From an optimization exercise on the open Yosys and OpenROAD flow, aimed at small area and a short achievable clock period; shortcuts taken in it are not production practice.
Function was checked by simulation only, so behaviour that the tests miss may differ from the original.
Power and IR drop assume default switching activity. The flow treats the clock pin as an ideal source, which a real chip does not have.

--- flow/config.mk ---
export PLATFORM = sky130hd
export DESIGN_NAME = xy_frame_sequencer
export DESIGN_NICKNAME = xy_frame_sequencer
export VERILOG_FILES = /design/flow/design.v
export SDC_FILE = /design/flow/constraint.sdc
export NUM_CORES = 4
export LEC_CHECK = 0
export CAP_MARGIN = 20
export CORE_MARGIN = 2
export CORE_UTILIZATION = 68
export PLACE_DENSITY = 0.76
export SLEW_MARGIN = 20
--- flow/constraint.sdc ---
create_clock -name core_clock -period 9.0 [get_ports {clk}]
set_input_delay 1.8000 -clock core_clock [delete_from_list [all_inputs] [get_ports {clk}]]
set_output_delay 1.8000 -clock core_clock [all_outputs]
set_load 0.01 [all_outputs]
--- flow/design.v ---
package dandy_pkg;
   localparam logic [7:0] HDR_BYTE = 8'hA5;
   localparam logic [7:0] DAC_MID  = 8'h80;
   typedef struct packed {
      logic [7:0] x;
      logic [7:0] y;
   } point_t;
endpackage
module xy_point_bank (
   input  logic        clk,
   input  logic        en_i,      
   input  logic        load_i,    
   input  logic [15:0] wdata_i,
   input  logic        one_i,     
   input  logic        two_i,     
   input  logic [5:0]  inc_i,     
   output logic [15:0] head_o,
   output logic [15:0] next_o
);
   logic [15:0]        h_q, p1_q;
   logic [30:0][15:0]  s31_q;
   logic [15:0][15:0]  s16_q;
   logic [7:0][15:0]   s8_q;
   logic [3:0][15:0]   s4_q;
   logic [1:0][15:0]   s2_q;
   logic [15:0]        s1_q;
   logic [15:0]        c0, c1, c2, c3, c4, c5, c6;
   assign c0 = load_i ? wdata_i : h_q;
   assign c1 = inc_i[5] ? s31_q[0] : c0;
   assign c2 = inc_i[4] ? s16_q[0] : c1;
   assign c3 = inc_i[3] ? s8_q[0]  : c2;
   assign c4 = inc_i[2] ? s4_q[0]  : c3;
   assign c5 = inc_i[1] ? s2_q[0]  : c4;
   assign c6 = inc_i[0] ? s1_q     : c5;
   assign next_o = one_i ? c0 : p1_q;
   always_ff @(posedge clk)
      if (en_i) begin
         h_q       <= next_o;
         p1_q      <= two_i ? c0 : c6;
         s31_q     <= {c0, s31_q[30:1]};
         s16_q     <= {c1, s16_q[15:1]};
         s8_q      <= {c2, s8_q[7:1]};
         s4_q      <= {c3, s4_q[3:1]};
         s2_q      <= {c4, s2_q[1]};
         s1_q      <= c5;
      end
   assign head_o = h_q;
endmodule
module xy_frame_sequencer
#(
   parameter int          DEPTH   = 64,
   parameter int          DWELL   = 2,
   parameter logic [15:0] TIMEOUT = 16'd50000
) (
   input  logic       clk,
   input  logic       reset,
   input  logic       enable,
   input  logic       step,
   input  logic       rx_valid,
   input  logic [7:0] rx_data,
   output logic [7:0] xdac,
   output logic [7:0] ydac,
   output logic       frame_start,
   output logic       loading,
   output logic       load_err
);
   logic       st_c_q, st_x_q, st_y_q, busy_q, err_q;
   logic [5:0] rem_q;           
   logic       last_q;          
   logic       fx_q;            
   logic [15:0] wd_q;           
   logic       hdr, cnt_ok, wr_en;
   logic       ld_done;
   logic [15:0] wdata;
   assign hdr     = (rx_data == dandy_pkg::HDR_BYTE);
   assign cnt_ok  = (rx_data != 8'd0) && (rx_data <= 8'd64);
   assign wr_en   = rx_valid && st_y_q;
   assign wdata   = {wd_q[15:8], rx_data};
   always_ff @(posedge clk)
      if (reset) begin
         st_c_q <= 1'b0;
         st_x_q <= 1'b0;
         st_y_q <= 1'b0;
         busy_q <= 1'b0;
         err_q  <= 1'b0;
      end else if (rx_valid) begin
         st_c_q <= !busy_q && hdr;
         st_x_q <= (st_c_q && cnt_ok) || (st_y_q && !last_q);
         st_y_q <= st_x_q;
         busy_q <= (!busy_q && hdr) || (st_c_q && cnt_ok) || st_x_q || (st_y_q && !last_q);
         if (st_c_q) err_q <= !cnt_ok;
      end
   always_ff @(posedge clk)
      if (rx_valid) begin
         if (st_c_q) begin
            rem_q  <= 6'(rx_data - 8'd1);
            last_q <= (rx_data == 8'd1);
            fx_q   <= 1'b1;
         end
         if (st_y_q) begin
            rem_q  <= rem_q - 6'd1;
            last_q <= (rem_q == 6'd1);
            fx_q   <= 1'b0;
         end
      end
   logic       one_q [2];
   logic [5:0] inc_q [2];
   logic       two   [2];
   logic [5:0] lidx  [2];       
   for (genvar b = 0; b < 2; b++) begin : g_shape
      assign two[b]  = !one_q[b] && (inc_q[b] == 6'd0);
      assign lidx[b] = one_q[b]    ? 6'd0 :
                       inc_q[b][5] ? {1'b1, inc_q[b][4:0]} : {1'b0, inc_q[b][4:0] + 5'd1};
   end
   logic        run_q, dwell_q, act_q, swp_q, fs_q, rot_q, have_q;
   logic        a_q;            
   logic        w_q;            
   logic        i_q;            
   logic        d_q;            
   logic [5:0]  idx_q;
   logic [15:0] rdata_q;
   logic [15:0] head [2];
   logic [15:0] nxt  [2];
   logic        last_pt, es, adv, wrap, swap_ok, swap_w, swap_i, start, rd_en;
   logic        act_n;
   logic        wr_q, wb_q, lag_q;
   logic [15:0] lhead [2];      
   logic [15:0] c_act, c_new, c_done;
   assign act_n   = ~act_q;
   assign last_pt = (idx_q == lidx[act_q]);
   assign es      = enable && step;
   assign start   = enable && i_q;
   assign adv     = es && a_q;
   assign wrap    = es && w_q;
   assign swap_ok = swp_q && !(st_x_q || st_y_q);
   assign ld_done = rx_valid && d_q;
   assign swap_w  = wrap && (swap_ok || ld_done);
   assign swap_i  = ld_done && !have_q;
   assign rd_en   = start || adv;
   assign c_act   = lhead[act_q];
   assign c_new   = lhead[act_n];
   assign c_done  = one_q[act_n] ? wdata : nxt[act_n];
   always_ff @(posedge clk)
      if (rx_valid && st_x_q && fx_q) begin
         one_q[act_n] <= (rem_q == 6'd0);
         inc_q[act_n] <= {rem_q[5], rem_q[5] ? rem_q[4:0] : rem_q[4:0] - 5'd1};
      end
   always_ff @(posedge clk)
      if (reset) begin
         run_q   <= 1'b0;
         dwell_q <= 1'b0;
         a_q     <= 1'b0;
         w_q     <= 1'b0;
         i_q     <= 1'b0;
         d_q     <= 1'b0;
         idx_q   <= '0;
         act_q   <= 1'b0;
         swp_q   <= 1'b0;
         fs_q    <= 1'b0;
         rot_q   <= 1'b0;
         lag_q   <= 1'b0;
         have_q  <= 1'b0;
         rdata_q <= {dandy_pkg::DAC_MID, dandy_pkg::DAC_MID};
      end else begin
         fs_q   <= start || wrap;
         rot_q  <= rd_en;
         lag_q  <= (rot_q || lag_q) && wr_q && (wb_q == act_q);
         have_q <= have_q || ld_done;
         i_q    <= !run_q && (have_q ? !enable : ld_done);
         if (rx_valid) d_q <= st_x_q && last_q;
         if (start) run_q <= 1'b1;
         if (start)              dwell_q <= 1'b0;
         else if (run_q && es)   dwell_q <= !dwell_q;
         if (run_q && es) begin
            a_q <= !dwell_q;
            w_q <= !dwell_q && last_pt;
         end
         if (start || wrap) idx_q <= '0;
         else if (adv)      idx_q <= idx_q + 6'd1;
         if (swap_i || swap_w) act_q <= act_n;
         if (swap_w)                 swp_q <= 1'b0;
         else if (ld_done && have_q) swp_q <= 1'b1;
         if (wrap && ld_done)       rdata_q <= c_done;
         else if (wrap && swap_ok)  rdata_q <= c_new;
         else if (rd_en)            rdata_q <= c_act;
      end
   always_ff @(posedge clk) begin
      wr_q <= wr_en;
      if (wr_en) wb_q <= act_n;
      if (rx_valid && st_x_q) wd_q[15:8] <= rx_data;
      if (wr_en)              wd_q[7:0]  <= rx_data;
   end
   for (genvar b = 0; b < 2; b++) begin : g_bank
      logic en, ld, rot, sel1;
      assign ld   = wr_q && (wb_q == 1'(b));
      assign rot  = (rot_q || lag_q) && (act_q == 1'(b));
      assign en   = ld || rot;
      assign sel1 = ld || (lag_q && (act_q == 1'(b)));
      assign lhead[b] = sel1 ? nxt[b] : head[b];
      xy_point_bank u_bank (
         .clk     (clk),
         .en_i    (en),
         .load_i  (ld),
         .wdata_i (wd_q),
         .one_i   (one_q[b]),
         .two_i   (two[b]),
         .inc_i   (inc_q[b]),
         .head_o  (head[b]),
         .next_o  (nxt[b])
      );
   end
   assign xdac        = rdata_q[15:8];
   assign ydac        = rdata_q[7:0];
   assign frame_start = fs_q;
   assign loading     = busy_q;
   assign load_err    = err_q;
endmodule
--- flow/flow/run.sh ---
#!/bin/bash
# Standard ORFS layout (the standard.sh) with these changes:
#  - synthesis is the standard synthesis script, except that ABC maps the
#    logic with an area-oriented script (flow/area.abc); registers are not
#    touched by ABC, so they come out as in the standard synthesis;
#  - footprint matching off, so timing repair may resize the port buffers;
#  - port buffers start as buf_2 rather than a delay cell;
#  - setup repair aims at a tighter slack margin;
#  - CTS without dummy loads and with larger sink clusters.
set -euo pipefail
here=$(pwd)
export MY_ABC_SCRIPT=$here/flow/area.abc
{
  head -n 1 synth_recipe.tcl
  cat <<'TCL'
proc abc {args} {
  set i [lsearch -exact $args -script]
  if {$i >= 0} { lset args [expr {$i + 1}] $::env(MY_ABC_SCRIPT) }
  yosys abc {*}$args
}
TCL
  tail -n +2 synth_recipe.tcl
} > area_synth.tcl
bash standard.sh \
  SYNTH_SCRIPT=$here/area_synth.tcl \
  MATCH_CELL_FOOTPRINT=0 \
  SETUP_SLACK_MARGIN=6 \
  "BUFFER_PORTS_ARGS=-buffer_cell sky130_fd_sc_hd__buf_2" \
  "CTS_ARGS=-sink_clustering_enable -repair_clock_nets -sink_clustering_size 30 -sink_clustering_max_diameter 80 -buf_list sky130_fd_sc_hd__clkbuf_16 -dont_use_dummy_load" \
  finish > make_finish.log 2>&1
--- flow/flow/area.abc ---
strash
dch -f
amap
topo
--- flow/standard.sh ---
#!/bin/bash
# synth_recipe.tcl (not shown) runs the flow's synth.tcl, then flattens the netlist and writes it again
# the make line also repeats each setting of config.mk as NAME=value (left out here)
make -C /OpenROAD-flow-scripts/flow DESIGN_CONFIG=/design/flow/config.mk WORK_HOME=/design/flow/orfs CLKGATE_MAP_FILE= SYNTH_SCRIPT=/design/flow/synth_recipe.tcl "${@:-finish}"
==> results of run 1 <==
what timing repair did:
action | 4_1_cts | 5_1_grt
endpoints found under the setup margin | 1581 | 646
hold buffers | 0 | 0
pin swaps | 15 | 13
cloned | 5 | 1
buffers inserted | 54 | 24
resized for setup | 134 | 58
cells in the final DEF, fill, tap and decap left out, types with 5 or more instances in the layout:
| master | netlist | layout |
|---|---|---|
| sky130_fd_sc_hd__a21oi_1 | 83 | 70 |
| sky130_fd_sc_hd__a21oi_2 | 0 | 12 |
| sky130_fd_sc_hd__a221o_1 | 7 | 7 |
| sky130_fd_sc_hd__a221oi_1 | 21 | 13 |
| sky130_fd_sc_hd__a221oi_2 | 0 | 8 |
| sky130_fd_sc_hd__a22o_1 | 52 | 52 |
| sky130_fd_sc_hd__a22oi_1 | 39 | 34 |
| sky130_fd_sc_hd__a22oi_2 | 0 | 5 |
| sky130_fd_sc_hd__a32oi_1 | 7 | 7 |
| sky130_fd_sc_hd__buf_12 | 0 | 11 |
| sky130_fd_sc_hd__buf_16 | 0 | 5 |
| sky130_fd_sc_hd__buf_2 | 0 | 13 |
| sky130_fd_sc_hd__buf_4 | 0 | 96 |
| sky130_fd_sc_hd__buf_6 | 0 | 27 |
| sky130_fd_sc_hd__buf_8 | 0 | 6 |
| sky130_fd_sc_hd__clkbuf_16 | 0 | 84 |
| sky130_fd_sc_hd__clkinv_1 | 107 | 89 |
| sky130_fd_sc_hd__clkinvlp_4 | 0 | 18 |
| sky130_fd_sc_hd__dfxtp_1 | 40 | 21 |
| sky130_fd_sc_hd__dfxtp_4 | 0 | 18 |
| sky130_fd_sc_hd__edfxtp_1 | 2087 | 2087 |
| sky130_fd_sc_hd__ha_1 | 10 | 10 |
| sky130_fd_sc_hd__nand2_1 | 32 | 30 |
| sky130_fd_sc_hd__nand3_1 | 6 | 6 |
| sky130_fd_sc_hd__nor2_1 | 123 | 120 |
| sky130_fd_sc_hd__nor3_1 | 14 | 11 |
| sky130_fd_sc_hd__o21ai_0 | 41 | 32 |
| sky130_fd_sc_hd__o21ai_1 | 0 | 6 |
| sky130_fd_sc_hd__o221a_1 | 6 | 6 |
| sky130_fd_sc_hd__o221ai_1 | 8 | 8 |
| sky130_fd_sc_hd__o22a_1 | 77 | 77 |
| sky130_fd_sc_hd__o22ai_1 | 94 | 72 |
| sky130_fd_sc_hd__o22ai_2 | 0 | 8 |
| sky130_fd_sc_hd__o22ai_4 | 0 | 14 |
| sky130_fd_sc_hd__o32ai_1 | 9 | 9 |
worst register-to-register path, stage by stage (launching register included):
cell and delay (ns):
sky130_fd_sc_hd__edfxtp_1 0.41, sky130_fd_sc_hd__nor2_1 0.15, sky130_fd_sc_hd__buf_6 0.14, sky130_fd_sc_hd__clkinvlp_4 0.10, sky130_fd_sc_hd__buf_4 0.19, sky130_fd_sc_hd__o22ai_1 0.12
sky130_fd_sc_hd__buf_4 0.19, sky130_fd_sc_hd__a21oi_1 0.19, sky130_fd_sc_hd__o22a_1 0.29, sky130_fd_sc_hd__o22a_1 0.26, sky130_fd_sc_hd__a22o_1 0.24, sky130_fd_sc_hd__a22o_1 0.23
sky130_fd_sc_hd__a22oi_1 0.20, sky130_fd_sc_hd__o22ai_1 0.11
worst max path at each step:
stage | slack, ns | startpoint | cells past startpoint | end
3_5_place_dp | 3.72 | enable | 9 | rdata_q[6]
5_1_grt | 5.76 | wb_q | 15 | g_bank[1].u_bank.p1_q[15]
2_1_floorplan | -8.95 | act_q | 2 | g_bank[1].u_bank.h_q[0]
4_1_cts | 5.89 | wb_q | 12 | g_bank[0].u_bank.p1_q[15]
6_report | 5.94 | wb_q | 13 | g_bank[0].u_bank.p1_q[6]
3_3_place_gp | 3.67 | enable | 9 | rdata_q[4]
area by class of cell:
cell class | count | area (sq um)
clock buffers | 82 | 2050
multi-input cells | 660 | 4690
diodes | 3 | 7.51
fillers | 5287 | 25700
well taps | 1298 | 1620
repair inverters | 4 | 25.0
repair buffers | 161 | 1600
inverters | 107 | 462
flip-flops and latches | 2127 | 63500
per-stage QoR:
step / std cells / utilization / power [W] / cell area [sq um]
floorplan: 2894 / - / 0.0110 / 68100
global placement: 4270 / 0.705 / 0.0110 / 70300
detailed placement: 4270 / 0.705 / 0.0110 / 70300
CTS: 4411 / 0.736 / 0.0151 / 73400
global route: 4440 / 0.742 / 0.0154 / 74000
finish: 4442 / 0.742 / 0.0150 / 74000
metal layers:
| metal | wire length, microns | vias up |
|---|---|---|
| met4 | 2310 | 6 |
| li1 | - | 12161 |
| met3 | 6490 | 156 |
| met2 | 58000 | 900 |
| met1 | 50600 | 14227 |
| met5 | 44 | - |
sequential cells by signal (all words and copies together) (netlist names), 32 cells and up:
signal	flops
g_bank.u_bank.s2_q	64
g_bank.u_bank.s16_q	512
g_bank.u_bank.s31_q	992
g_bank.u_bank.s8_q	256
g_bank.u_bank.s4_q	128
g_bank.u_bank.h_q	32
g_bank.u_bank.p1_q	32
g_bank.u_bank.s1_q	32
cells by family after synthesis:
family,after synthesis,synth area share
AOI/OAI and AO/OA,461,0.0484
adders and majority gates,10,0.00184
buffers and inverters,107,0.00590
and+or+nand+nor,189,0.0113
DFF,2127,0.933
power breakdown:
group	switching, W	internal [W]	leakage, nW
logic	0.0000326	0.0000134	2.48
registers	0.00000507	0.0107	19.1
clock network	0.00262	0.00165	1.01
total	0.00266	0.0124	22.6
==> results.yml, run 1 <==
synth:
  seq_area_frac_synth: 0.933
  postSynthCellCount: 2894
  synth_area_leader_cell: "sky130_fd_sc_hd__edfxtp_1"
  cell_with_the_most_instances_after_synthesis: "sky130_fd_sc_hd__edfxtp_1"
  syn_nets: 2917
  synth_top_area_share: 0.921
  number_of_synthesized_flops_with_an_enable_pin: 2087
  syn_avg_cell_area_sq_um: 23.5
  asyncSetResetFlopFracSynth: 0
  synthTopCellsByCount: "sky130_fd_sc_hd__edfxtp_1 (2087), sky130_fd_sc_hd__nor2_1 (123), sky130_fd_sc_hd__clkinv_1 (107), sky130_fd_sc_hd__o22ai_1 (94), sky130_fd_sc_hd__a21oi_1 (83)"
  count_of_distinct_cell_types_in_the_synthesized_netlist: 35
  ys_ff_latch: 2127
  synthesis.yosys.warnings: 10
  syn-cell-area_sq_um: 68100
  postSynth.topFlopCell: "sky130_fd_sc_hd__edfxtp_1"
  synth_top_cells_by_area: "sky130_fd_sc_hd__edfxtp_1 (92%), sky130_fd_sc_hd__dfxtp_1 (1.2%), sky130_fd_sc_hd__o22a_1 (0.99%), sky130_fd_sc_hd__o22ai_1 (0.86%), sky130_fd_sc_hd__nor2_1 (0.68%)"
grt:
  use_met2: 0.372
  grt_met3_use: 0.0344
  grt_first_pass_wirelength_mm: 171
  gr-usage-met1: 0.335
  antenna_violations_before_repair: 6
  grt_overflow: 0
  grt_start_max_net_pins: 227
  gr-max-usage-layer: "met2"
  global_route.usage.total: 0.228
  grt_pass1_vias: 26489
sta:
  hold_slack_ns: 0.387
  max_clk_rate_mhz: 327
  min_period_ns: 3.06
  final.setup.worst_slack_ns: 5.94
  timing_worst_slew_pin_value_ns: 0.985
  hold_viol_final: 0
  count_of_pins_over_their_slew_limit: 0
  slew-limit-headroom: 0.343
  rsz0062_at_grt: "yes"
  finalClockSkew_ns: 0.0705
  setup_tns_ns: 0
  finalSetupViolations: 0
  period_share: 0.340
drt:
  routed_wire_per_std_cell_microns: 26.5
  drt-total-wl_mm: 117
  antenna_violating_nets_post_route: 0
  detail_route.drc_violations: 0
  first_pass_iters: 6
  detailedRoute.firstIterationViolations: 3246
  detail_route.vias_per_cell: 6.18
  dr_total_vias: 27450
floorplan:
  chipHeight_microns: 320
  io-pin-count: 32
  initial_core_util: 0.683
  fp.dieArea_sq_um: 103000
  std_cell_rows: 116
  coreArea_sq_um: 99700
  die_x_microns: 320
final_layout:
  nNetsFinal: 3166
  drive_above_1_share: 0.110
  area.growth.synth_to_final_pct: 8.72
worst_setup_path:
  crit_fanout: 7
  critical_path.top_delay_family: "compound AO/OA/AOI/OAI gates"
  critical_path.startpoint_type: "flop"
  worst_path_max_delay_cell: "sky130_fd_sc_hd__edfxtp_1"
  ff2ff_setup_slack_ns: 5.94
  rr_startpoint: "wb_q"
  crit_chain: "nor2_1, buf_6, clkinvlp_4, buf_4, o22ai_1, buf_4, a21oi_1, o22a_1, o22a_1, a22o_1, a22o_1, a22oi_1, o22ai_1"
  end_kind: "flop"
  arrival_time_at_the_worst_endpoint_ns: 3.48
  critical_path.n_buffers_inverters: 4
  reg2reg_to: "g_bank[0].u_bank.p1_q[6]"
  path_class: "flop to flop"
  critPathRequiredTime_ns: 9.42
  critical_path.max_stage_delay_ns: 0.41
  r2r_cells: 13
clock_network:
  clock_tree.root_cell: "sky130_fd_sc_hd__clkbuf_16"
  clock_path_buffers: 3
  tritoncts_clock_tree: "done"
  clock_insertion_delay_worst_skew_ns: 0.69
  tritoncts_buffer_count: 82
  clkSlewWorstSetupHoldPaths_ns: 0.11
  htreeDepth: 3
  cts_num_sinks: 2127
hold_path:
  min_path_type: "flop to flop"
  hold_end: "g_bank[1].u_bank.s2_q[6]"
  worstHoldStart: "g_bank[1].u_bank.s2_q[22]"
  worstHoldPathCells: 0
run_status:
  outcome: "no timing/DRC/antenna violations"
power:
  power_leakage_nw: 22.6
  powerDensity_nw_per_um2: 203
  worst_ir_drop_vdd_mv: 0.208
placed_design:
  port_buffers: 31
  detailed_place_hpwl_mm: 63.3
  gpl.final_weighted_congestion: 0.839
  detailedPlace.worstSlack_ns: 3.72
job:
  max_cap_violations: 0
==> inputs of run 2 (changes only) <==
--- a/flow/config.mk
+++ b/flow/config.mk
@@ -8,5 +8,5 @@
 export CAP_MARGIN = 20
 export CORE_MARGIN = 2
-export CORE_UTILIZATION = 68
-export PLACE_DENSITY = 0.76
+export CORE_UTILIZATION = 62
+export PLACE_DENSITY = 0.7
 export SLEW_MARGIN = 20
==> run 2 against run 1 <==
Net effect: wire length fell by 2.6%; die area rose by 9.6%; synthesized cell count did not move; global-route usage fell by 2.5 points; first-iteration DRC count rose by 0.59%; sequential share of layout area fell by 0.29 points; still clean.
==> results.yml, run 2 <==
synth:
  syn-cell-area_sq_um: 68100
  asyncSetResetFlopFracSynth: 0
  synth_top_cells_by_area: "sky130_fd_sc_hd__edfxtp_1 (92%), sky130_fd_sc_hd__dfxtp_1 (1.2%), sky130_fd_sc_hd__o22a_1 (0.99%), sky130_fd_sc_hd__o22ai_1 (0.86%), sky130_fd_sc_hd__nor2_1 (0.68%)"
  synth_top_area_share: 0.921
  syn_nets: 2917
  number_of_synthesized_flops_with_an_enable_pin: 2087
  cell_with_the_most_instances_after_synthesis: "sky130_fd_sc_hd__edfxtp_1"
  postSynth.topFlopCell: "sky130_fd_sc_hd__edfxtp_1"
  seq_area_frac_synth: 0.933
  postSynthCellCount: 2894
  ys_ff_latch: 2127
  synthesis.yosys.warnings: 10
  syn_avg_cell_area_sq_um: 23.5
  synthTopCellsByCount: "sky130_fd_sc_hd__edfxtp_1 (2087), sky130_fd_sc_hd__nor2_1 (123), sky130_fd_sc_hd__clkinv_1 (107), sky130_fd_sc_hd__o22ai_1 (94), sky130_fd_sc_hd__a21oi_1 (83)"
  count_of_distinct_cell_types_in_the_synthesized_netlist: 35
  synth_area_leader_cell: "sky130_fd_sc_hd__edfxtp_1"
placed_design:
  detailed_place_hpwl_mm: 64.0
  gpl.final_weighted_congestion: 0.895
  port_buffers: 31
  detailedPlace.worstSlack_ns: 3.80
final_layout:
  postLayoutCoreUtil: 0.682
  top_regs: "g_bank.u_bank.s31_q (992), g_bank.u_bank.s16_q (512), g_bank.u_bank.s8_q (256)"
  largest_reg_flops: 992
  leading_cell_types_in_the_layout_fill_and_taps_excluded: "sky130_fd_sc_hd__edfxtp_1 (2087), sky130_fd_sc_hd__nor2_1 (119), sky130_fd_sc_hd__buf_4 (100), sky130_fd_sc_hd__clkbuf_16 (90), sky130_fd_sc_hd__clkinv_1 (82)"
  num-fill-cells: 6571
  final_common_cell: "sky130_fd_sc_hd__edfxtp_1"
  max_flop_register: "g_bank.u_bank.s31_q"
  area.growth.synth_to_final_pct: 9.05
  drive_above_1_share: 0.113
  nNetsFinal: 3170
clock_network:
  holdBufCountCts: 0
  clock_tree.root_cell: "sky130_fd_sc_hd__clkbuf_16"
  clock_path_buffers: 3
  cts_num_sinks: 2127
  clkSlewWorstSetupHoldPaths_ns: 0.10
  htreeDepth: 3
  clock_insertion_delay_worst_skew_ns: 0.71
  tritoncts_clock_tree: "done"
  tritoncts_buffer_count: 83
drt:
  detailedRoute.firstIterationViolations: 3265
  detail_route.vias_per_cell: 6.02
  dr_wl_met2_mm: 50.2
  routed_metal_1_wirelength_mm: 53.4
  antenna_violating_nets_post_route: 0
  drt-total-wl_mm: 114
  routed_wire_per_std_cell_microns: 25.1
  met3RoutedLength_mm: 7.64
  top_signal_layer_used: "met5"
  first_pass_iters: 5
  dr_total_vias: 27471
  detail_route.drc_violations: 0
power:
  power_leakage_nw: 22.6
  powerDensity_nw_per_um2: 202
  worst_ir_drop_vdd_mv: 0.221
  power.total_w: 0.0150
worst_setup_path:
  rr_startpoint: "inc_q[0][1]"
  critPathRequiredTime_ns: 9.30
  worst_path_most_repeated_cell: "sky130_fd_sc_hd__clkinv_1"
  crit_fanout: 7
  critical_path.max_stage_delay_ns: 0.80
  ff2ff_setup_slack_ns: 6.05
  path_class: "input port to flop"
  reg2reg_to: "w_q"
  arrival_time_at_the_worst_endpoint_ns: 3.31
  crit_chain: "buf_2, clkinv_1, nor2_1, clkinv_1, nor3_1"
  r2r_cells: 10
  worst_path_max_delay_cell: "sky130_fd_sc_hd__nor3_1"
  critical_path.top_delay_family: "simple AND/OR/NAND/NOR gates"
  critical_path.startpoint_type: "input port"
  critical_path.n_buffers_inverters: 3
  end_kind: "flop"
floorplan:
  std_cell_rows: 121
  fp.dieArea_sq_um: 112000
  initial_core_util: 0.625
  io-pin-count: 32
  coreArea_sq_um: 109000
  chipHeight_microns: 335
  die_x_microns: 335
sta:
  finalSetupViolations: 0
  count_of_pins_over_their_slew_limit: 0
  max_clk_rate_mhz: 332
  setup_tns_ns: 0
  hold_viol_final: 0
  rsz0062_at_grt: "yes"
  finalClockSkew_ns: 0.0672
  min_period_ns: 3.02
  period_share: 0.335
  final.setup.worst_slack_ns: 5.98
  timing_worst_slew_pin_value_ns: 0.979
  slew-limit-headroom: 0.342
run_status:
  outcome: "no timing/DRC/antenna violations"
grt:
  grt_start_max_net_pins: 212
  global_route.usage.total: 0.203
  grt_pass1_vias: 26284
  antenna_violations_before_repair: 13
  grt_overflow: 0
  grt_first_pass_wirelength_mm: 168
job:
  max_cap_violations: 0
hold_path:
  min_path_type: "flop to flop"
  worstHoldStart: "g_bank[0].u_bank.s31_q[232]"
  worstHoldPathCells: 0
  hold_end: "g_bank[0].u_bank.s31_q[216]"
run 2: cell counts after synthesis:
No cell type changed its count.
run 2: area by class of cell:
cell class              instances  area (sq um)  area share
clock buffers                  83          2080      0.0280
repair inverters                4          27.5    0.000371
repair buffers                164          1620      0.0218
flip-flops and latches       2127         63500       0.856
well taps                    1414          1770      0.0238
inverters                     107           480     0.00647
diodes                          4          10.0    0.000135
multi-input cells             660          4720      0.0636
run 2: metal layers:
metal	track usage	vias to the layer above
met5	0	-
met4	0.0591	8
met3	0.0372	187
met2	0.287	881
met1	0.331	14218
li1	-	12177
run 2: what timing repair did:
| item | in CTS | in global routing |
|---|---|---|
| hold endpoints to repair | 0 | 0 |
| endpoints found under the setup margin | 2081 | 420 |
| buffers inserted | 48 | 29 |
| gates cloned | 10 | 1 |
| pin swaps | 5 | 21 |
| resized for setup | 141 | 60 |
run 2: worst max-delay path by stage:
stage / startpoint / depth (start not counted) / to
2_1_floorplan: act_q / 2 / g_bank[1].u_bank.h_q[0]
3_5_place_dp: enable / 9 / rdata_q[3]
6_report: rx_valid / 5 / inc_q[0][2]
3_3_place_gp: enable / 9 / rdata_q[3]
5_1_grt: rx_valid / 5 / inc_q[0][2]
4_1_cts: rdata_q[1] / 1 / ydac[1]
run 2: cell families (layout without fill, tap and decap cells):
family / Yosys count / count (layout) / synth area share
compound gates: 461 / 461 / 0.0484
fa+ha+maj: 10 / 10 / 0.00184
buf+inv: 107 / 358 / 0.00590
flops: 2127 / 2127 / 0.933
other cells: 0 / 4 / 0
simple gates: 189 / 189 / 0.0113
run 2: worst register-to-register path, stage by stage (launching register included):
cell and delay (ns):
sky130_fd_sc_hd__edfxtp_1 0.82, sky130_fd_sc_hd__ha_1 0.28, sky130_fd_sc_hd__nor2b_1 0.20, sky130_fd_sc_hd__nand2_1 0.11, sky130_fd_sc_hd__o21ai_0 0.10, sky130_fd_sc_hd__o22ai_1 0.19
sky130_fd_sc_hd__a2111oi_0 0.54, sky130_fd_sc_hd__o221ai_1 0.23, sky130_fd_sc_hd__a21oi_1 0.22, sky130_fd_sc_hd__a22oi_1 0.10, sky130_fd_sc_hd__nor2_1 0.10
run 2: power by group:
group | total, W | internal (W) | switching (W)
Clock | 0.00425 | 0.00166 | 0.00259
Sequential | 0.0107 | 0.0107 | 0.00000468
Combinational | 0.0000473 | 0.0000131 | 0.0000341
run 2: stage by stage:
stage / area (sq um) / hold slack, ns / std cells
2_1_floorplan: 68100 / 0.400 / 2894
3_3_place_gp: 70500 / 0.400 / 4387
4_1_cts: 73600 / 0.414 / 4528
6_report: 74200 / 0.402 / 4563
5_1_grt: 74200 / 0.403 / 4560
3_5_place_dp: 70500 / 0.405 / 4387
==> inputs of run 3 (changes only) <==
--- a/flow/config.mk
+++ b/flow/config.mk
@@ -8,5 +8,4 @@
 export CAP_MARGIN = 20
 export CORE_MARGIN = 2
-export CORE_UTILIZATION = 62
-export PLACE_DENSITY = 0.7
+export CORE_UTILIZATION = 48
 export SLEW_MARGIN = 20
==> run 3 against run 2 <==
Net effect: still clean; via count rose by 0.38%; final area grew 0.99%; core utilization shrank 15 points; sequential power about the same; global-route usage down 4.5 points.
==> results.yml, run 3 <==
drt:
  detailedRoute.firstIterationViolations: 3038
  dr_total_vias: 27575
  drt-total-wl_mm: 117
  first_pass_iters: 7
  routed_wire_per_std_cell_microns: 23.3
  detail_route.vias_per_cell: 5.47
  detail_route.drc_violations: 0
  antenna_violating_nets_post_route: 0
grt:
  global_route.usage.total: 0.158
  grt_overflow: 0
  grt_first_pass_wirelength_mm: 173
  grt_pass1_vias: 26594
  antenna_violations_before_repair: 5
  grt_start_max_net_pins: 180
worst_setup_path:
  worst_path_max_delay_cell: "sky130_fd_sc_hd__dfxtp_4"
  arrival_time_at_the_worst_endpoint_ns: 1.23
  critical_path.max_stage_delay_ns: 0.39
  critical_path.startpoint_type: "flop"
  path_class: "flop to output pin"
  crit_chain: "buf_6"
  rr_startpoint: "wr_q"
  critPathRequiredTime_ns: 7.20
  worst_setup_path_startpoint: "rdata_q[10]"
  critical_path.n_buffers_inverters: 1
  critical_path.top_delay_family: "flip-flops"
  end_kind: "output pin"
  crit_fanout: 2
floorplan:
  fp.dieArea_sq_um: 145000
  coreArea_sq_um: 141000
  chipHeight_microns: 381
  die_x_microns: 381
  std_cell_rows: 138
  io-pin-count: 32
  initial_core_util: 0.482
clock_network:
  clkSlewWorstSetupHoldPaths_ns: 0.10
  tritoncts_clock_tree: "done"
  clock_insertion_delay_worst_skew_ns: 0.74
  htreeDepth: 3
  cts_num_sinks: 2127
  clock_tree.root_cell: "sky130_fd_sc_hd__clkbuf_16"
  tritoncts_buffer_count: 97
  clock_path_buffers: 3
  holdBufCountCts: 0
final_layout:
  area.growth.synth_to_final_pct: 10.1
  num-fill-cells: 10660
  leading_cell_types_in_the_layout_fill_and_taps_excluded: "sky130_fd_sc_hd__edfxtp_1 (2087), sky130_fd_sc_hd__nor2_1 (120), sky130_fd_sc_hd__clkbuf_16 (104), sky130_fd_sc_hd__buf_4 (94), sky130_fd_sc_hd__clkinv_1 (86)"
  drive_above_1_share: 0.112
  antenna_cell_count: 0
  max_flop_register: "g_bank.u_bank.s31_q"
  final_common_cell: "sky130_fd_sc_hd__edfxtp_1"
  largest_reg_flops: 992
  top_regs: "g_bank.u_bank.s31_q (992), g_bank.u_bank.s16_q (512), g_bank.u_bank.s8_q (256)"
  nNetsFinal: 3178
synth:
  count_of_distinct_cell_types_in_the_synthesized_netlist: 35
  syn-cell-area_sq_um: 68100
  number_of_synthesized_flops_with_an_enable_pin: 2087
  ys_ff_latch: 2127
  postSynth.topFlopCell: "sky130_fd_sc_hd__edfxtp_1"
  asyncSetResetFlopFracSynth: 0
  synth_top_area_share: 0.921
  cell_with_the_most_instances_after_synthesis: "sky130_fd_sc_hd__edfxtp_1"
  postSynthCellCount: 2894
  synth_area_leader_cell: "sky130_fd_sc_hd__edfxtp_1"
  synthTopCellsByCount: "sky130_fd_sc_hd__edfxtp_1 (2087), sky130_fd_sc_hd__nor2_1 (123), sky130_fd_sc_hd__clkinv_1 (107), sky130_fd_sc_hd__o22ai_1 (94), sky130_fd_sc_hd__a21oi_1 (83)"
  seq_area_frac_synth: 0.933
  syn_nets: 2917
  synthesis.yosys.warnings: 10
  synth_top_cells_by_area: "sky130_fd_sc_hd__edfxtp_1 (92%), sky130_fd_sc_hd__dfxtp_1 (1.2%), sky130_fd_sc_hd__o22a_1 (0.99%), sky130_fd_sc_hd__o22ai_1 (0.86%), sky130_fd_sc_hd__nor2_1 (0.68%)"
  syn_avg_cell_area_sq_um: 23.5
power:
  power.total_w: 0.0154
  worst_ir_drop_vdd_mv: 0.167
  powerDensity_nw_per_um2: 205
  power_leakage_nw: 22.7
job:
  max_cap_violations: 0
placed_design:
  gpl.final_weighted_congestion: 0.844
  detailed_place_hpwl_mm: 63.8
  port_buffers: 31
sta:
  finalClockSkew_ns: 0.0641
  rsz0062_at_grt: "yes"
  finalSetupViolations: 0
  min_period_ns: 3.03
  slew-limit-headroom: 0.438
  timing_worst_slew_pin_value_ns: 0.843
  max_clk_rate_mhz: 330
  setup_tns_ns: 0
  count_of_pins_over_their_slew_limit: 0
  hold_viol_final: 0
  period_share: 0.336
hold_path:
  worstHoldStart: "g_bank[0].u_bank.s16_q[181]"
  min_path_type: "flop to flop"
run_status:
  outcome: "no timing/DRC/antenna violations"
==> run 3: path summary, 6_finish.rpt <==
| kind | slack, ns | end | cells past startpoint |
|---|---|---|---|
| worst max-delay path | 5.97 | xdac[2] | 1 |
| worst max register to register | 5.99 | g_bank[0].u_bank.p1_q[9] | 14 |
| worst min-delay path | 0.35 | g_bank[0].u_bank.s16_q[165] | 0 |
| worst min register to register | 0.35 | g_bank[0].u_bank.s16_q[165] | 0 |
==> run 3: repair_timing <==
item	4_1_cts	5_1_grt
endpoints found under the setup margin	1797	510
endpoints found under the hold margin	0	0
gates resized for setup	136	52
pin swaps	3	6
setup buffers	46	17
cloned	7	3
==> run 3: cell families after synthesis <==
family,Yosys count,share of synthesized area
flops,2127,0.933
compound gates,461,0.0484
simple gates,189,0.0113
buf+inv,107,0.00590
fa+ha+maj,10,0.00184
==> run 3: where the power goes <==
| group | switching, W | leakage [nW] | internal, W |
|---|---|---|---|
| sequential | 0.00000463 | 19.1 | 0.0107 |
| combinational | 0.0000343 | 2.42 | 0.0000125 |
| clock | 0.00270 | 1.20 | 0.00193 |
==> run 3: cell type report <==
class,count,area (sq um),share of cell area
tap,1890,2360,0.0315
inverter,107,473,0.00631
clock buffer,97,2430,0.0324
timing repair inverter,3,17.5,0.000234
multi-input combinational,660,4570,0.0610
timing repair buffer,159,1560,0.0207
sequential,2127,63500,0.848
==> run 3: per-layer routing <==
layer	GRT usage	vias to the layer above	part of all wire
met5	0	-	0
met4	0.0450	0	0.027
met3	0.0265	170	0.050
met2	0.229	658	0.44
met1	0.249	14559	0.48
li1	-	12188	-
==> run 3: stage by stage <==
step | area [sq um] | utilization | std cells | hold WS, ns | setup slack, ns
after floorplan | 68100 | - | 2894 | 0.400 | -8.95
after global placement | 71200 | 0.504 | 4873 | 0.400 | 3.78
after detailed placement | 71200 | 0.504 | 4873 | 0.405 | 3.75
after CTS | 74500 | 0.528 | 5023 | 0.353 | 5.91
after global routing | 75000 | 0.531 | 5043 | 0.347 | 5.85
final | 75000 | 0.531 | 5043 | 0.352 | 5.97
==> inputs of run 4 (changes only) <==
--- a/flow/config.mk
+++ b/flow/config.mk
@@ -8,4 +8,5 @@
 export CAP_MARGIN = 20
 export CORE_MARGIN = 2
-export CORE_UTILIZATION = 48
+export CORE_UTILIZATION = 55
 export SLEW_MARGIN = 20
+export TNS_END_PERCENT = 20
==> run 4 against run 3 <==
Net effect: still clean on timing, DRC and antenna; clock power down 6.0%; synthesized cell count is the same; setup slack got worse by 0.13 ns; core utilization grew 7.2 points; sequential share of layout area grew 0.62 points; power decreased by 1.8%; critical path depth stayed put; fmax fell by 4.2%; wire length shrank 2.0%; largest cell class unchanged; largest power group unchanged.
==> results.yml, run 4 <==
synth:
  number_of_synthesized_flops_with_an_enable_pin: 2087
  postSynthCellCount: 2894
  postSynth.topFlopCell: "sky130_fd_sc_hd__edfxtp_1"
  synth_area_leader_cell: "sky130_fd_sc_hd__edfxtp_1"
  ys_ff_latch: 2127
  syn-cell-area_sq_um: 68100
  asyncSetResetFlopFracSynth: 0
  syn_nets: 2917
  synth_top_cells_by_area: "sky130_fd_sc_hd__edfxtp_1 (92%), sky130_fd_sc_hd__dfxtp_1 (1.2%), sky130_fd_sc_hd__o22a_1 (0.99%), sky130_fd_sc_hd__o22ai_1 (0.86%), sky130_fd_sc_hd__nor2_1 (0.68%)"
  synthesis.yosys.warnings: 10
  count_of_distinct_cell_types_in_the_synthesized_netlist: 35
  cell_with_the_most_instances_after_synthesis: "sky130_fd_sc_hd__edfxtp_1"
  synthTopCellsByCount: "sky130_fd_sc_hd__edfxtp_1 (2087), sky130_fd_sc_hd__nor2_1 (123), sky130_fd_sc_hd__clkinv_1 (107), sky130_fd_sc_hd__o22ai_1 (94), sky130_fd_sc_hd__a21oi_1 (83)"
  syn_avg_cell_area_sq_um: 23.5
  seq_area_frac_synth: 0.933
  synth_top_area_share: 0.921
sta:
  slew-limit-headroom: 0.336
  hold_viol_final: 0
  min_period_ns: 3.16
  count_of_pins_over_their_slew_limit: 0
  rsz0062_at_grt: "yes"
  max_clk_rate_mhz: 316
  finalClockSkew_ns: 0.0631
  setup_tns_ns: 0
  finalSetupViolations: 0
  timing_worst_slew_pin_value_ns: 0.992
  period_share: 0.351
floorplan:
  coreArea_sq_um: 123000
  std_cell_rows: 129
  initial_core_util: 0.552
  die_x_microns: 356
  fp.dieArea_sq_um: 127000
  io-pin-count: 32
  chipHeight_microns: 356
job:
  max_cap_violations: 0
placed_design:
  gpl.final_weighted_congestion: 0.824
  placed_cell_count: 4608
  detailed_place_hpwl_mm: 64.3
  postPlaceCellArea_sq_um: 70800
  port_buffers: 31
drt:
  antenna_violating_nets_post_route: 0
  routed_wire_per_std_cell_microns: 24.1
  first_pass_iters: 5
  detail_route.vias_per_cell: 5.68
  detailedRoute.firstIterationViolations: 3451
  dr_total_vias: 27122
  drt-total-wl_mm: 115
  detail_route.drc_violations: 0
clock_network:
  clkSlewWorstSetupHoldPaths_ns: 0.10
  htreeDepth: 3
  cts_num_sinks: 2127
  tritoncts_buffer_count: 86
  clock_tree.root_cell: "sky130_fd_sc_hd__clkbuf_16"
  clock_insertion_delay_worst_skew_ns: 0.69
  tritoncts_clock_tree: "done"
  clock_path_buffers: 3
worst_setup_path:
  arrival_time_at_the_worst_endpoint_ns: 1.36
  critical_path.n_buffers_inverters: 1
  crit_chain: "buf_2"
  rr_startpoint: "wb_q"
  critical_path.startpoint_type: "flop"
  critical_path.top_delay_family: "flip-flops"
  path_class: "flop to output pin"
  critical_path.max_stage_delay_ns: 0.51
  worst_setup_path_startpoint: "rdata_q[6]"
  crit_fanout: 2
  end_kind: "output pin"
  critPathRequiredTime_ns: 7.20
  worst_path_max_delay_cell: "sky130_fd_sc_hd__dfxtp_1"
grt:
  grt_overflow: 0
  grt_first_pass_wirelength_mm: 170
  antenna_violations_before_repair: 7
  global_route.usage.total: 0.181
  grt_pass1_vias: 26022
  grt_start_max_net_pins: 187
final_layout:
  top_regs: "g_bank.u_bank.s31_q (992), g_bank.u_bank.s16_q (512), g_bank.u_bank.s8_q (256)"
  leading_cell_types_in_the_layout_fill_and_taps_excluded: "sky130_fd_sc_hd__edfxtp_1 (2087), sky130_fd_sc_hd__nor2_1 (118), sky130_fd_sc_hd__clkbuf_16 (92), sky130_fd_sc_hd__clkinv_1 (85), sky130_fd_sc_hd__buf_4 (80)"
  final_common_cell: "sky130_fd_sc_hd__edfxtp_1"
  largest_reg_flops: 992
  final_cell_count_no_fill: 4772
  post-route-cell-area_sq_um: 74300
  drive_above_1_share: 0.109
  max_flop_register: "g_bank.u_bank.s31_q"
  area.growth.synth_to_final_pct: 9.22
  nNetsFinal: 3157
  postLayoutCoreUtil: 0.603
hold_path:
  worstHoldStart: "g_bank[0].u_bank.s31_q[269]"
  min_path_type: "flop to flop"
power:
  powerDensity_nw_per_um2: 203
  worst_ir_drop_vdd_mv: 0.172
  power_leakage_nw: 22.6
run_status:
  outcome: "no timing/DRC/antenna violations"
-- run 4: final cells by class --
class / count / area, sq um
Inverter: 107 / 473
Multi-Input combinational cell: 660 / 4730
Tap cell: 1637 / 2050
Timing Repair inverter: 3 / 17.5
Fill cell: 8633 / 49000
Clock buffer: 86 / 2150
Antenna cell: 3 / 7.51
Sequential cell: 2127 / 63500
Timing Repair Buffer: 149 / 1430
-- run 4: cell families after synthesis --
logic type      synth area share
fa+ha+maj                0.00184
flops                      0.933
buf+inv                  0.00590
compound gates            0.0484
simple gates              0.0113
-- run 4: where the power goes --
group	internal [W]	total, W	switching [W]
clock	0.00172	0.00435	0.00263
combinational	0.0000113	0.0000434	0.0000322
sequential	0.0107	0.0107	0.00000479
total	0.0124	0.0151	0.00267
-- run 4: through the flow --
step           total power, W  hold slack [ns]  worst slack, ns
2_1_floorplan          0.0110            0.400            -8.95
3_3_place_gp           0.0110            0.400             3.77
5_1_grt                0.0156            0.398             5.78
3_5_place_dp           0.0110            0.405             3.78
4_1_cts                0.0153            0.399             5.76
6_report               0.0151            0.395             5.84
-- run 4: path summary, 6_finish.rpt --
path	end	slack, ns	cells past startpoint
worst max-delay path	ydac[6]	5.84	1
worst min-delay path	g_bank[0].u_bank.s31_q[253]	0.39	0
worst max register to register	g_bank[0].u_bank.p1_q[6]	5.95	12
worst min register to register	g_bank[0].u_bank.s31_q[253]	0.39	0
-- run 4: repair_timing --
item	4_1_cts	5_1_grt
pin swaps	13	23
cloned	7	2
gates resized for setup	110	52
endpoints found under the setup margin	1605	950
setup buffers	37	29
hold buffers	0	0
-- run 4: per-layer routing --
layer / track usage / routed length [microns]
met2: 0.263 / 51300
met5: 0 / 26
met1: 0.290 / 54700
met4: 0.0437 / 2610
met3: 0.0314 / 6350
==> inputs of run 5 (changes only) <==
--- a/flow/config.mk
+++ b/flow/config.mk
@@ -10,3 +10,3 @@
 export CORE_UTILIZATION = 55
 export SLEW_MARGIN = 20
-export TNS_END_PERCENT = 20
+export TNS_END_PERCENT = 5
==> run 5 against run 4 <==
Net effect: global-route usage about the same; synthesized cell count did not move; sequential share of layout area grew 0.18 points; hold slack hardly changed; clock power about the same; area after synthesis unchanged; critical path type unchanged; largest power group unchanged; highest routed layer unchanged.
==> results.yml, run 5 <==
synth:
  seq_area_frac_synth: 0.933
  synth_area_leader_cell: "sky130_fd_sc_hd__edfxtp_1"
  number_of_synthesized_flops_with_an_enable_pin: 2087
  postSynth.topFlopCell: "sky130_fd_sc_hd__edfxtp_1"
  postSynthCellCount: 2894
  syn_nets: 2917
  syn_avg_cell_area_sq_um: 23.5
  syn-cell-area_sq_um: 68100
  synthesis.yosys.warnings: 10
  synth_top_cells_by_area: "sky130_fd_sc_hd__edfxtp_1 (92%), sky130_fd_sc_hd__dfxtp_1 (1.2%), sky130_fd_sc_hd__o22a_1 (0.99%), sky130_fd_sc_hd__o22ai_1 (0.86%), sky130_fd_sc_hd__nor2_1 (0.68%)"
  cell_with_the_most_instances_after_synthesis: "sky130_fd_sc_hd__edfxtp_1"
  synth_top_area_share: 0.921
  synthTopCellsByCount: "sky130_fd_sc_hd__edfxtp_1 (2087), sky130_fd_sc_hd__nor2_1 (123), sky130_fd_sc_hd__clkinv_1 (107), sky130_fd_sc_hd__o22ai_1 (94), sky130_fd_sc_hd__a21oi_1 (83)"
  count_of_distinct_cell_types_in_the_synthesized_netlist: 35
  ys_ff_latch: 2127
  asyncSetResetFlopFracSynth: 0
final_layout:
  final_common_cell: "sky130_fd_sc_hd__edfxtp_1"
  final_cell_count_no_fill: 4765
  ff_latch_area_sq_um: 63500
  drive_above_1_share: 0.102
  post-route-cell-area_sq_um: 74200
  max_flop_register: "g_bank.u_bank.s31_q"
  area_of_combinational_cells_with_multiple_inputs_sq_um: 4690
  nNetsFinal: 3149
  largest_reg_flops: 992
  area.growth.synth_to_final_pct: 8.99
  top_regs: "g_bank.u_bank.s31_q (992), g_bank.u_bank.s16_q (512), g_bank.u_bank.s8_q (256)"
  num-fill-cells: 8652
  postLayoutCoreUtil: 0.602
  leading_cell_types_in_the_layout_fill_and_taps_excluded: "sky130_fd_sc_hd__edfxtp_1 (2087), sky130_fd_sc_hd__nor2_1 (121), sky130_fd_sc_hd__clkbuf_16 (90), sky130_fd_sc_hd__clkinv_1 (86), sky130_fd_sc_hd__buf_4 (78)"
worst_setup_path:
  critical_path.startpoint_type: "flop"
  end_kind: "output pin"
  critPathRequiredTime_ns: 7.20
  critical_path.top_delay_family: "flip-flops"
  crit_chain: "buf_2"
  worst_path_max_delay_cell: "sky130_fd_sc_hd__dfxtp_1"
  crit_fanout: 2
  arrival_time_at_the_worst_endpoint_ns: 1.35
  ff2ff_setup_slack_ns: 5.88
  critical_path.max_stage_delay_ns: 0.50
  critical_path.n_buffers_inverters: 1
  path_class: "flop to output pin"
sta:
  timing_worst_slew_pin_value_ns: 1.02
  count_of_pins_over_their_slew_limit: 0
  max_clk_rate_mhz: 318
  finalSetupViolations: 0
  slew-limit-headroom: 0.319
  hold_slack_ns: 0.395
  finalClockSkew_ns: 0.0660
  period_share: 0.349
  min_period_ns: 3.15
  setup_tns_ns: 0
  rsz0062_at_grt: "yes"
  hold_viol_final: 0
clock_network:
  htreeDepth: 3
  tritoncts_buffer_count: 86
  tritoncts_clock_tree: "done"
  cts_num_sinks: 2127
  clock_tree.root_cell: "sky130_fd_sc_hd__clkbuf_16"
  clock_path_buffers: 3
  clock_insertion_delay_worst_skew_ns: 0.69
  clkSlewWorstSetupHoldPaths_ns: 0.10
job:
  max_cap_violations: 0
run_status:
  outcome: "no timing/DRC/antenna violations"
drt:
  detail_route.drc_violations: 0
  detailedRoute.firstIterationViolations: 3391
  first_pass_iters: 6
  detail_route.vias_per_cell: 5.69
  dr_total_vias: 27107
  drt-total-wl_mm: 114
  antenna_violating_nets_post_route: 0
  routed_wire_per_std_cell_microns: 24.0
grt:
  grt_overflow: 0
  grt_start_max_net_pins: 187
  antenna_violations_before_repair: 7
  global_route.usage.total: 0.180
  grt_pass1_vias: 26023
  grt_first_pass_wirelength_mm: 169
placed_design:
  detailed_place_hpwl_mm: 64.3
  gpl.final_weighted_congestion: 0.824
  placed_cell_count: 4608
  port_buffers: 31
  postPlaceCellArea_sq_um: 70800
floorplan:
  die_x_microns: 356
  std_cell_rows: 129
  io-pin-count: 32
  coreArea_sq_um: 123000
  chipHeight_microns: 356
  initial_core_util: 0.552
  fp.dieArea_sq_um: 127000
power:
  power_leakage_nw: 22.5
  worst_ir_drop_vdd_mv: 0.171
  powerDensity_nw_per_um2: 204
hold_path:
  min_path_type: "flop to flop"
## run 5: power breakdown
group | internal (W) | leakage (nW) | switching, W | total [W]
registers | 0.0107 | 19.1 | 0.00000484 | 0.0107
clock network | 0.00172 | 1.06 | 0.00263 | 0.00436
logic | 0.0000111 | 2.37 | 0.0000320 | 0.0000431
## run 5: worst paths after layout
| path | cells past startpoint | from | to |
|---|---|---|---|
| worst max-delay path | 1 | rdata_q[6] | ydac[6] |
| worst min-delay path | 0 | g_bank[0].u_bank.s31_q[269] | g_bank[0].u_bank.s31_q[253] |
| worst min register to register | 0 | g_bank[0].u_bank.s31_q[269] | g_bank[0].u_bank.s31_q[253] |
| worst max register to register | 13 | wb_q | g_bank[0].u_bank.p1_q[9] |
## run 5: area by class of cell
class                           count  area share
Sequential cell                  2127       0.856
Multi-Input combinational cell    660      0.0632
Clock buffer                       86      0.0290
Tap cell                         1637      0.0276
Timing Repair Buffer              141      0.0176
Inverter                          107     0.00638
Timing Repair inverter              3    0.000236
Antenna cell                        4    0.000135
## run 5: logic make-up (layout without fill, tap and decap cells)
kind of cell	after synthesis	in the layout	synth area share
DFF	2127	2127	0.933
adders and majority gates	10	10	0.00184
and+or+nand+nor	189	189	0.0113
buffers and inverters	107	337	0.00590
AOI/OAI and AO/OA	461	461	0.0484
other	0	4	0
## run 5: through the flow
step | total power [W] | setup WS (ns)
after floorplan | 0.0110 | -8.95
after global placement | 0.0110 | 3.77
after detailed placement | 0.0110 | 3.78
after CTS | 0.0153 | 5.76
after global routing | 0.0156 | 5.74
final | 0.0151 | 5.85
## run 5: layer usage
layer,vias up,share of wire,GRT usage
li1,12134,-,-
met1,14198,0.47,0.288
met2,628,0.44,0.262
met3,143,0.058,0.0329
met4,4,0.024,0.0450
met5,-,0.00023,0
## run 5: timing repair
item                       in CTS  in global routing
setup buffers                  35                 25
cloned                          6                  1
hold buffers                    0                  0
gates resized for setup       102                 45
pin swaps                      12                 13
setup endpoints to repair    1605                950
==> inputs of run 6 (changes only) <==
--- a/flow/config.mk
+++ b/flow/config.mk
@@ -10,3 +10,2 @@
 export CORE_UTILIZATION = 55
 export SLEW_MARGIN = 20
-export TNS_END_PERCENT = 5
==> run 6 against run 5 <==
Net effect: hold slack worse by 0.034 ns; setup slack better by 0.14 ns; wire length up 0.60%; flip-flop and latch count unchanged; still clean on timing, DRC and antenna.
==> results.yml, run 6 <==
synth:
  cell_with_the_most_instances_after_synthesis: "sky130_fd_sc_hd__edfxtp_1"
  seq_area_frac_synth: 0.933
  synth_area_leader_cell: "sky130_fd_sc_hd__edfxtp_1"
  synthesis.yosys.warnings: 10
  synthTopCellsByCount: "sky130_fd_sc_hd__edfxtp_1 (2087), sky130_fd_sc_hd__nor2_1 (123), sky130_fd_sc_hd__clkinv_1 (107), sky130_fd_sc_hd__o22ai_1 (94), sky130_fd_sc_hd__a21oi_1 (83)"
  syn_nets: 2917
  asyncSetResetFlopFracSynth: 0
  number_of_synthesized_flops_with_an_enable_pin: 2087
  synth_top_area_share: 0.921
  ys_ff_latch: 2127
  syn-cell-area_sq_um: 68100
  synth_top_cells_by_area: "sky130_fd_sc_hd__edfxtp_1 (92%), sky130_fd_sc_hd__dfxtp_1 (1.2%), sky130_fd_sc_hd__o22a_1 (0.99%), sky130_fd_sc_hd__o22ai_1 (0.86%), sky130_fd_sc_hd__nor2_1 (0.68%)"
  postSynth.topFlopCell: "sky130_fd_sc_hd__edfxtp_1"
  count_of_distinct_cell_types_in_the_synthesized_netlist: 35
  postSynthCellCount: 2894
  syn_avg_cell_area_sq_um: 23.5
sta:
  finalClockSkew_ns: 0.0751
  min_period_ns: 3.00
  slew-limit-headroom: 0.219
  setup_tns_ns: 0
  hold_slack_ns: 0.361
  finalSetupViolations: 0
  rsz0062_at_grt: "yes"
  period_share: 0.334
  timing_worst_slew_pin_value_ns: 1.17
  count_of_pins_over_their_slew_limit: 0
  max_clk_rate_mhz: 333
  hold_viol_final: 0
drt:
  dr_total_vias: 27641
  detailedRoute.firstIterationViolations: 3097
  drt-total-wl_mm: 115
  routed_wire_per_std_cell_microns: 24.0
  detail_route.drc_violations: 0
  antenna_violating_nets_post_route: 0
  first_pass_iters: 5
  detail_route.vias_per_cell: 5.76
final_layout:
  final_common_cell: "sky130_fd_sc_hd__edfxtp_1"
  max_flop_register: "g_bank.u_bank.s31_q"
  drive_above_1_share: 0.121
  top_regs: "g_bank.u_bank.s31_q (992), g_bank.u_bank.s16_q (512), g_bank.u_bank.s8_q (256)"
  leading_cell_types_in_the_layout_fill_and_taps_excluded: "sky130_fd_sc_hd__edfxtp_1 (2087), sky130_fd_sc_hd__nor2_1 (118), sky130_fd_sc_hd__buf_4 (99), sky130_fd_sc_hd__clkbuf_16 (93), sky130_fd_sc_hd__clkinv_1 (82)"
  largest_reg_flops: 992
  area.growth.synth_to_final_pct: 9.77
  nNetsFinal: 3185
clock_network:
  clock_insertion_delay_worst_skew_ns: 0.71
  clkSlewWorstSetupHoldPaths_ns: 0.11
  tritoncts_buffer_count: 89
  htreeDepth: 3
  holdBufCountCts: 0
  tritoncts_clock_tree: "done"
  clock_tree.root_cell: "sky130_fd_sc_hd__clkbuf_16"
  clock_path_buffers: 3
  cts_num_sinks: 2127
floorplan:
  std_cell_rows: 129
  coreArea_sq_um: 123000
  io-pin-count: 32
  fp.dieArea_sq_um: 127000
  chipHeight_microns: 356
  initial_core_util: 0.552
  die_x_microns: 356
placed_design:
  port_buffers: 31
  detailed_place_hpwl_mm: 63.6
  gpl.final_weighted_congestion: 0.832
run_status:
  outcome: "no timing/DRC/antenna violations"
grt:
  global_route.usage.total: 0.179
  grt_overflow: 0
  grt_pass1_vias: 26183
  grt_start_max_net_pins: 215
  grt_first_pass_wirelength_mm: 168
  antenna_violations_before_repair: 6
worst_setup_path:
  critical_path.startpoint_type: "flop"
  critical_path.max_stage_delay_ns: 0.43
  critical_path.top_delay_family: "flip-flops"
  arrival_time_at_the_worst_endpoint_ns: 1.20
  critPathRequiredTime_ns: 7.20
  worst_path_max_delay_cell: "sky130_fd_sc_hd__dfxtp_4"
  crit_fanout: 2
  path_class: "flop to output pin"
  crit_chain: "buf_6"
  critical_path.n_buffers_inverters: 1
  end_kind: "output pin"
power:
  power_leakage_nw: 22.7
  worst_ir_drop_vdd_mv: 0.184
  powerDensity_nw_per_um2: 203
hold_path:
  min_path_type: "flop to flop"
job:
  max_cap_violations: 0
run 6: cells by family after synthesis:
group / count (synthesis) / share of synthesized area
AND/OR/NAND/NOR: 189 / 0.0113
flip-flops: 2127 / 0.933
AO/OA/AOI/OAI: 461 / 0.0484
buffers and inverters: 107 / 0.00590
adder cells (fa/ha/maj): 10 / 0.00184
run 6: repair_timing:
item,CTS,global route
hold endpoints to repair,0,0
pin swaps,7,28
cloned,8,1
resized for setup,133,72
setup endpoints to repair,2182,516
buffers inserted,37,48
run 6: worst paths after layout:
path | slack (ns) | endpoint | from | cells past startpoint
worst min-delay path | 0.36 | g_bank[0].u_bank.s2_q[9] | g_bank[0].u_bank.s2_q[25] | 0
worst max register to register | 6.07 | g_bank[1].u_bank.p1_q[5] | wb_q | 14
worst max-delay path | 6.00 | ydac[1] | rdata_q[1] | 1
worst min register to register | 0.36 | g_bank[0].u_bank.s2_q[9] | g_bank[0].u_bank.s2_q[25] | 0
run 6: through the flow:
step	total power (W)	util	setup slack [ns]	cells	instance area [sq um]
2_1_floorplan	0.0110	-	-8.95	2894	68100
3_3_place_gp	0.0110	0.574	3.57	4613	70800
3_5_place_dp	0.0110	0.574	3.63	4613	70800
4_1_cts	0.0154	0.600	5.93	4747	73900
5_1_grt	0.0157	0.606	5.93	4797	74700
6_report	0.0152	0.606	6.00	4798	74700
run 6: power by group:
part / switching [W] / total (W) / internal [W]
registers: 0.00000455 / 0.0107 / 0.0107
logic: 0.0000349 / 0.0000471 / 0.0000122
clock network: 0.00265 / 0.00443 / 0.00178
run 6: layout make-up:
cell class	count	area, sq um
fillers	8623	48600
clock buffers	89	2230
repair inverters	4	25.0
diodes	1	2.50
inverters	107	469
well taps	1637	2050
repair buffers	171	1660
flip-flops and latches	2127	63500
multi-input cells	662	4750
run 6: metal layers:
metal	up-vias	track usage	wire [microns]
li1	12226	-	-
met2	719	0.251	50300
met1	14491	0.291	55000
met4	0	0.0581	3550
met3	205	0.0290	6050
met5	-	0	0
==> inputs of run 7 (changes only) <==
--- a/flow/flow/run.sh
+++ b/flow/flow/run.sh
@@ -27,4 +27,4 @@
   SETUP_SLACK_MARGIN=6 \
   "BUFFER_PORTS_ARGS=-buffer_cell sky130_fd_sc_hd__buf_2" \
-  "CTS_ARGS=-sink_clustering_enable -repair_clock_nets -sink_clustering_size 30 -sink_clustering_max_diameter 80 -buf_list sky130_fd_sc_hd__clkbuf_16 -dont_use_dummy_load" \
+  "CTS_ARGS=-sink_clustering_enable -repair_clock_nets -sink_clustering_size 20 -sink_clustering_max_diameter 60 -buf_list sky130_fd_sc_hd__clkbuf_8 -dont_use_dummy_load" \
   finish > make_finish.log 2>&1
==> run 7 against run 6 <==
Net effect: largest cell class unchanged; sequential share of layout area up 0.63 points; critical path type unchanged; fmax down 4.6%; first-iteration DRC count up 2.4%; core utilization down 0.43 points; still clean; die area unchanged; hold slack better by 0.014 ns.
==> results.yml, run 7 <==
clock_network:
  holdBufCountCts: 0
  tritoncts_buffer_count: 139
  clock_insertion_delay_worst_skew_ns: 0.86
  htreeDepth: 4
  clock_path_buffers: 3
  tritoncts_clock_tree: "done"
  clkSlewWorstSetupHoldPaths_ns: 0.12
  cts_num_sinks: 2127
  clock_tree.root_cell: "sky130_fd_sc_hd__clkbuf_8"
worst_setup_path:
  critical_path.top_delay_family: "flip-flops"
  arrival_time_at_the_worst_endpoint_ns: 1.35
  end_kind: "output pin"
  worst_path_max_delay_cell: "sky130_fd_sc_hd__dfxtp_4"
  crit_fanout: 2
  critical_path.n_buffers_inverters: 1
  path_class: "flop to output pin"
  critical_path.startpoint_type: "flop"
  critPathRequiredTime_ns: 7.20
  r2r_cells: 14
  reg2reg_to: "g_bank[1].u_bank.p1_q[7]"
  crit_chain: "buf_6"
  critical_path.max_stage_delay_ns: 0.43
  worst_setup_path_startpoint: "rdata_q[1]"
  ff2ff_setup_slack_ns: 6.06
  rr_startpoint: "wb_q"
hold_path:
  min_path_type: "flop to flop"
  worstHoldPathCells: 0
  worstHoldStart: "g_bank[0].u_bank.s4_q[63]"
  hold_end: "g_bank[0].u_bank.s4_q[47]"
grt:
  grt_first_pass_wirelength_mm: 170
  grt_start_max_net_pins: 215
  antenna_violations_before_repair: 8
  grt_pass1_vias: 26653
  grt_overflow: 0
  global_route.usage.total: 0.182
floorplan:
  io-pin-count: 32
  std_cell_rows: 129
  die_x_microns: 356
  coreArea_sq_um: 123000
  chipHeight_microns: 356
  fp.dieArea_sq_um: 127000
  initial_core_util: 0.552
final_layout:
  final_cell_count_no_fill: 4831
  final_common_cell: "sky130_fd_sc_hd__edfxtp_1"
  top_regs: "g_bank.u_bank.s31_q (992), g_bank.u_bank.s16_q (512), g_bank.u_bank.s8_q (256)"
  max_flop_register: "g_bank.u_bank.s31_q"
  largest_reg_flops: 992
  drive_above_1_share: 0.125
  postLayoutCoreUtil: 0.602
  nNetsFinal: 3215
  leading_cell_types_in_the_layout_fill_and_taps_excluded: "sky130_fd_sc_hd__edfxtp_1 (2087), sky130_fd_sc_hd__clkbuf_8 (139), sky130_fd_sc_hd__nor2_1 (119), sky130_fd_sc_hd__clkinv_1 (84), sky130_fd_sc_hd__buf_4 (84)"
  area.growth.synth_to_final_pct: 8.98
sta:
  timing_worst_slew_pin_value_ns: 1.15
  setup_tns_ns: 0
  max_clk_rate_mhz: 318
  finalClockSkew_ns: 0.0978
  final.setup.worst_slack_ns: 5.85
  count_of_pins_over_their_slew_limit: 0
  period_share: 0.350
  hold_slack_ns: 0.375
  rsz0062_at_grt: "yes"
  finalSetupViolations: 0
  hold_viol_final: 0
  slew-limit-headroom: 0.231
  min_period_ns: 3.15
synth:
  number_of_synthesized_flops_with_an_enable_pin: 2087
  asyncSetResetFlopFracSynth: 0
  synth_top_area_share: 0.921
  fraction_of_synthesized_cell_area_in_xor_and_xnor_cells: 0
  synthSimpleGateAreaFrac: 0.0113
  synth_area_leader_cell: "sky130_fd_sc_hd__edfxtp_1"
  postSynth.topFlopCell: "sky130_fd_sc_hd__edfxtp_1"
  syn_avg_cell_area_sq_um: 23.5
  syn_nets: 2917
  count_of_distinct_cell_types_in_the_synthesized_netlist: 35
  muxShareOfSynthArea: 0
  synth_top_family_by_area: "compound AO/OA/AOI/OAI gates"
  postSynthCellCount: 2894
  cell_with_the_most_instances_after_synthesis: "sky130_fd_sc_hd__edfxtp_1"
  synth_top_cells_by_area: "sky130_fd_sc_hd__edfxtp_1 (92%), sky130_fd_sc_hd__dfxtp_1 (1.2%), sky130_fd_sc_hd__o22a_1 (0.99%), sky130_fd_sc_hd__o22ai_1 (0.86%), sky130_fd_sc_hd__nor2_1 (0.68%)"
  synth-compound-area-share: 0.0484
  synth_fa_ha_area_frac: 0.00184
  ys_ff_latch: 2127
  synthesis.yosys.warnings: 10
  syn-cell-area_sq_um: 68100
  synthTopCellsByCount: "sky130_fd_sc_hd__edfxtp_1 (2087), sky130_fd_sc_hd__nor2_1 (123), sky130_fd_sc_hd__clkinv_1 (107), sky130_fd_sc_hd__o22ai_1 (94), sky130_fd_sc_hd__a21oi_1 (83)"
  seq_area_frac_synth: 0.933
power:
  worst_ir_drop_vdd_mv: 0.177
  power_leakage_nw: 22.5
  powerDensity_nw_per_um2: 200
run_status:
  outcome: "no timing/DRC/antenna violations"
drt:
  routed_wire_per_std_cell_microns: 23.9
  antenna_violating_nets_post_route: 0
  dr_total_vias: 27753
  detail_route.vias_per_cell: 5.74
  detailedRoute.firstIterationViolations: 3172
  first_pass_iters: 5
  detail_route.drc_violations: 0
  drt-total-wl_mm: 116
placed_design:
  gpl.final_weighted_congestion: 0.832
  detailed_place_hpwl_mm: 63.6
  port_buffers: 31
  placed_cell_count: 4613
  detailedPlace.worstSlack_ns: 3.63
job:
  max_cap_violations: 0
==> run 7: cell types whose count changed in the layout (fill, tap and decap cells not counted), moves of 3 or more <==
cell                        change
sky130_fd_sc_hd__a221oi_2      -10
sky130_fd_sc_hd__diode_2        +3
sky130_fd_sc_hd__o22ai_1        +5
sky130_fd_sc_hd__dfxtp_4        +3
sky130_fd_sc_hd__buf_4         -15
sky130_fd_sc_hd__clkbuf_8     +139
sky130_fd_sc_hd__buf_2          -6
sky130_fd_sc_hd__o22ai_2        -3
sky130_fd_sc_hd__o21ai_0        +6
sky130_fd_sc_hd__dfxtp_1        -3
sky130_fd_sc_hd__clkbuf_16     -88
sky130_fd_sc_hd__a221oi_1      +10
sky130_fd_sc_hd__o21ai_1        -6
==> run 7: final cells by class <==
type                       count  area [sq um]
antenna                        4          10.0
clock buffer                 139          1910
fill                        8659         49100
inverter                     107           469
multi-input combinational    662          4630
sequential                  2127         63500
tap                         1637          2050
timing repair buffer         151          1550
timing repair inverter         4          22.5
==> run 7: worst max-delay path by stage <==
stage                                    endpoint  cells past startpoint
after global placement                 rdata_q[4]                      9
final                                     ydac[1]                      1
after detailed placement               rdata_q[7]                      9
after global routing                      ydac[1]                      1
after CTS                                 ydac[1]                      1
after floorplan           g_bank[1].u_bank.h_q[0]                      2
==> run 7: through the flow <==
stage | cell area (sq um) | total power (W)
floorplan | 68100 | 0.0110
global placement | 70800 | 0.0110
detailed placement | 70800 | 0.0110
CTS | 73700 | 0.0150
global route | 74200 | 0.0154
finish | 74200 | 0.0148
==> run 7: kinds of logic after synthesis <==
| family | after synthesis |
|---|---|
| AO/OA/AOI/OAI | 461 |
| adder cells (fa/ha/maj) | 10 |
| buffers and inverters | 107 |
| flip-flops | 2127 |
| AND/OR/NAND/NOR | 189 |
==> run 7: repair_timing <==
item                                    4_1_cts  5_1_grt
pin swaps                                    11       16
gates cloned                                  8        2
setup buffers                                41       23
resized for setup                           135       51
endpoints found under the setup margin     2180      459
==> run 7: power by group <==
| group | switching [W] | internal [W] | total, W |
|---|---|---|---|
| logic | 0.0000344 | 0.0000121 | 0.0000465 |
| clock network | 0.00267 | 0.00139 | 0.00406 |
| registers | 0.00000453 | 0.0107 | 0.0107 |
| total | 0.00271 | 0.0121 | 0.0148 |
==> run 7: metal layers <==
| metal | up-vias | GRT usage | routed length [microns] |
|---|---|---|---|
| met5 | - | 0 | 0 |
| met4 | 0 | 0.0685 | 3820 |
| met3 | 220 | 0.0365 | 7040 |
| met2 | 828 | 0.248 | 50100 |
| met1 | 14449 | 0.293 | 54700 |
| li1 | 12256 | - | - |

[separate check: timing with driven ports]
The results above use ideal ports. As a check the final layouts listed here were re-extracted and re-timed, cells and wires unchanged.
Step 1: set_driving_cell puts a clkbuf_16 on clk and a buf_2 on each other input, an assumption about the parent block.
Step 2 times the ports against the registers' clock, not the clock port: input delays grow and output delays shrink by t, the midpoint of the rising clock arrivals with the driver on.
Three values: ideal, step 1, step 2; two values: the first two.
run	t (ns)	setup slack, ns	worst setup path after step 2	cell pins on the clock port's net
run 1	0.729	5.938 / 5.889 / 5.360	input to register	1
run 2	0.747	5.984 / 5.919 / 5.223	input to register	1
run 3	0.764	5.974 / 5.904 / 5.272	input to register	1
run 4	0.739	5.840 / 5.769 / 5.206	input to register	1
run 5	0.736	5.855 / 5.785 / 5.204	input to register	1
run 6	0.736	5.997 / 5.928 / 5.317	input to register	1
run 7	0.879	5.850 / 5.784 / 5.183	input to register	1
After both steps setup and hold are still met in every run listed. The setup slack of run 2, which loses most, moves by -0.065 ns with the drivers and by -0.761 ns with both steps.
